What follows belongs to an exercise in optimizing a design on an open flow for small area, a short achievable clock period and few clock cycles per item; a production flow would make more cautious choices.
Only simulation tests tie the RTL to the original design; equivalence was not proved.
No activity file was given, so power comes from the tool's default toggle rates. The clock port is modelled as an ideal driver; clocking choices that lean on that would not hold on a real chip.

// byte_memory_ctrl
module byte_memory_ctrl #(
    parameter int    DEPTH     = 64,
    parameter int    ADDR_W    = 32,
    parameter int    LATENCY   = 1
) (
    input  logic              clk,
    input  logic              rst_n,
    input  logic              req_valid,
    output logic              req_ready,
    input  logic              req_write,
    input  logic [1:0]        req_size,
    input  logic              req_unsigned,
    input  logic [ADDR_W-1:0] req_addr,
    input  logic [31:0]       req_wdata,
    output logic              resp_valid,
    output logic              resp_err,
    output logic [31:0]       resp_rdata
);
Size: roughly 1600 cells after synthesis, ~110 I/O pins.
export LEC_CHECK = 0
export CAP_MARGIN = 20
export CORE_MARGIN = 2
export CORE_UTILIZATION = 50
export CTS_CLUSTER_DIAMETER = 60
export CTS_CLUSTER_SIZE = 36
export GPL_ROUTABILITY_DRIVEN = 1
export PLACE_DENSITY = 0.65
export SLEW_MARGIN = 20
create_clock -name core_clock -period 10.0 [get_ports {clk}]
standard.sh (not shown) runs the stock make flow with config.mk's settings and CLKGATE_MAP_FILE= SYNTH_SCRIPT=/design/flow/synth_recipe.tcl, a recipe that flattens the netlist after the stock synthesis.
==> flow/flow/run.sh <==
#!/bin/bash
# Standard ORFS layout (the standard.sh), with a tighter timing-repair
# target and small port buffers. Clock period and constraints are unchanged.
export SETUP_SLACK_MARGIN=7
export BUFFER_PORTS_ARGS="-buffer_cell sky130_fd_sc_hd__buf_1"
cp standard.sh standard_sh_copy.txt
bash standard.sh > standard.log 2>&1
Testbench counts at the start, summed over its fixed seeds: cycles 16,024, items 16,000.
Then changed:
--- a/flow/flow/run.sh
+++ b/flow/flow/run.sh
@@ -4 +4 @@
-export SETUP_SLACK_MARGIN=7
+export SETUP_SLACK_MARGIN=7.3
- CTS_CLUSTER_SIZE: 36 -> 30
Outcome: Final area goes up by 1.1%. Wire length hardly moves. Flip-flop and latch count does not change. Synthesized cell count is unchanged.

========
byte_memory_ctrl, a different RTL version from the one above (not shown whole).
For scale: about 110 I/O pins, roughly 23,000 sq um of cells after synthesis.
export LEC_CHECK = 0
export CAP_MARGIN = 20
export CORE_MARGIN = 2
export CORE_UTILIZATION = 60
export CTS_CLUSTER_DIAMETER = 200
export CTS_CLUSTER_SIZE = 30
export GPL_ROUTABILITY_DRIVEN = 1
export PLACE_DENSITY = 0.75
export SLEW_MARGIN = 20
create_clock -name core_clock -period 10.0 [get_ports {clk}]
==> flow/flow/run.sh <==
#!/bin/bash
# Standard ORFS layout (the standard.sh) with:
#  - a tighter timing-repair target (the clock period and constraints are unchanged),
#  - the smallest buffer on every port (repair upsizes the ones that need it),
#  - clock tree synthesis without dummy balancing loads.
export SETUP_SLACK_MARGIN=7
export BUFFER_PORTS_ARGS="-buffer_cell sky130_fd_sc_hd__buf_1"
export CTS_ARGS="-sink_clustering_enable -repair_clock_nets -sink_clustering_size 30 -sink_clustering_max_diameter 200 -dont_use_dummy_load"
bash standard.sh > standard.log 2>&1
Testbench counts at the start, summed over its fixed seeds: cycles 16,024, items 16,000.
Then changed:
--- a/flow/config.mk
+++ b/flow/config.mk
@@ -10 +10 @@
-export CORE_UTILIZATION = 60
+export CORE_UTILIZATION = 50
@@ -14 +14 @@
-export PLACE_DENSITY = 0.75
+export PLACE_DENSITY = 0.65
After rerunning:
- total power rises by 0.35%
- die area climbs by 20%
- cell area climbs by 0.39%
- critical path depth stays the same
- worst hold slack is worse by 0.014 ns
- clock power hardly moves
- non-clock buffer count is unchanged
- via count went down by 1.3%
- wire length came out higher by 3.9%
- cell count goes up by 4.5%
- maximum frequency shrinks by 0.47%

--- another note on this design; it stands on its own ---

==> job 2469 <==
==> flow/design.v (excerpt) <==
module byte_memory_ctrl #(
    parameter int    DEPTH     = 64,
    parameter int    ADDR_W    = 32,
    parameter int    LATENCY   = 1
) (
    input  logic              clk,
    input  logic              rst_n,
    input  logic              req_valid,
    output logic              req_ready,
    input  logic              req_write,
    input  logic [1:0]        req_size,
    input  logic              req_unsigned,
    input  logic [ADDR_W-1:0] req_addr,
    input  logic [31:0]       req_wdata,
    output logic              resp_valid,
    output logic              resp_err,
    output logic [31:0]       resp_rdata
);
    localparam int IDX_W = $clog2(DEPTH);
    localparam int ROWS  = DEPTH / 4;
    localparam int ROW_W = IDX_W - 2;
    logic              s1_valid;
    logic              s1_err;
    logic              s1_write;
    logic [1:0]        s1_size;
    logic              s1_uns;
    logic [IDX_W-1:0]  s1_addr;
    logic [31:0]       s1_wdata;
    logic              w_err;
    assign w_err = (req_size == 2'b11) ||
                   ((req_size == 2'b01) && req_addr[0]) ||
                   ((req_size == 2'b10) && (req_addr[1:0] != 2'b00)) ||
                   (|req_addr[ADDR_W-1:IDX_W]);
    always_ff @(posedge clk) begin
        s1_valid <= rst_n & req_valid;
        s1_err   <= w_err;
        s1_write <= req_write;
        s1_size  <= req_size;
        s1_uns   <= req_unsigned;
        s1_addr  <= req_addr[IDX_W-1:0];
        s1_wdata <= req_wdata;
    end
    assign req_ready = 1'b1;
    logic [31:0] r_mem [ROWS];       
    logic [ROW_W-1:0] w_row;
    logic [1:0]       w_off;
    logic [3:0]       w_lane_we;
    logic [31:0]      w_lane_data;
    logic             w_we;
    assign w_row = s1_addr[IDX_W-1:2];
    assign w_off = s1_addr[1:0];
    assign w_we  = s1_valid & s1_write & ~s1_err;
    always_comb begin
        w_lane_we   = 4'b0000;
        w_lane_data = {4{s1_wdata[7:0]}};
        case (s1_size)
            2'b00: w_lane_we = 4'b1000 >> w_off;
            2'b01: begin
                w_lane_we   = w_off[1] ? 4'b0011 : 4'b1100;
                w_lane_data = {2{s1_wdata[15:0]}};
            end
  ...
Settings: LEC_CHECK=0, CAP_MARGIN=20, CORE_MARGIN=2, CORE_UTILIZATION=20, GPL_ROUTABILITY_DRIVEN=1, PLACE_DENSITY=0.4, SLEW_MARGIN=20; clock period 10.0 ns.
run.sh (not shown) runs the stock make flow with config.mk's settings and CLKGATE_MAP_FILE= SYNTH_SCRIPT=/design/flow/synth_recipe.tcl, a recipe that flattens the netlist after the stock synthesis.
==> inputs of job 6843, as changes to job 2469 <==
Settings changed: ABC_CLOCK_PERIOD_IN_PS from default to 3000, CORE_UTILIZATION 20 to 60, CTS_CLUSTER_DIAMETER from default to 60, CTS_CLUSTER_SIZE from default to 30, PLACE_DENSITY 0.4 to 0.75.
==> impl_metrics.toml <==
[setup_path]
crit_arrival_ps = 5120
critPathRequiredTime_ps = 10520

[outcome]
status = "finished clean"

[placement]
routabilityCongestion = 0.862
post-place-ws_ps = 5430

[route]
wl_met2_mm = 44.5
drt-met1-wl_mm = 40.3
Source of the figures above: job 2469

==> impl_metrics.toml <==
[outcome]
status = "finished clean"

[setup_path]
crit_arrival_ps = 5220
critPathRequiredTime_ps = 10500
r2r_end = "r_resp_rdata[21]"

[timing]
setup_tns_ps = 0
finalSetupViolCount = 0

[placement]
post-place-ws_ps = 5520
numPortBuffers = 104
routabilityCongestion = 1.02

[route]
wl_met2_mm = 32.6
drt-met1-wl_mm = 25.9
Source of the figures above: job 6843

Testbench counts of job 2469, summed over its fixed seeds: cycles 16,016, items 16,000.
Testbench counts of job 6843, summed over its fixed seeds: cycles 16,016, items 16,000.

[what the ideal ports hide]
Ports are ideal in the flow. The routed layouts listed here were re-timed in OpenROAD.
Step 1 assumes that a clkbuf_16 drives the clock port and a buf_2 every other input.
Step 2 moves the port delays by t, midway between the first and last clock arrival at a register: inputs arrive t later, outputs are due t later. That takes back most of the time a late clock gives input paths.
Three values: ideal ports, drivers, drivers and shift; two values: the first two.
run	t (ns)	setup slack, ns	hold slack, ns	worst setup path after step 2
the first run of note 1	0.645	6.971 / 6.912 / 6.539	0.343 / 0.343 / 0.343	input to register
the second run of note 1	0.638	6.975 / 6.918 / 6.736	0.338 / 0.338 / 0.338	input to register
the first run of note 2	0.615	6.960 / 6.903 / 6.503	0.344 / 0.344 / 0.344	input to register
the second run of note 2	0.625	6.946 / 6.889 / 6.476	0.330 / 0.330 / 0.330	input to register
job 2469	0.671	5.398 / 5.398 / 5.398	0.396 / 0.396 / 0.396	register to register
job 6843	0.637	5.277 / 5.277 / 5.277	0.401 / 0.401 / 0.401	register to register
After both steps setup and hold are still met in every run listed. The setup slack of the second run of note 2, which loses most, moves by -0.057 ns with the drivers and by -0.470 ns with both steps.
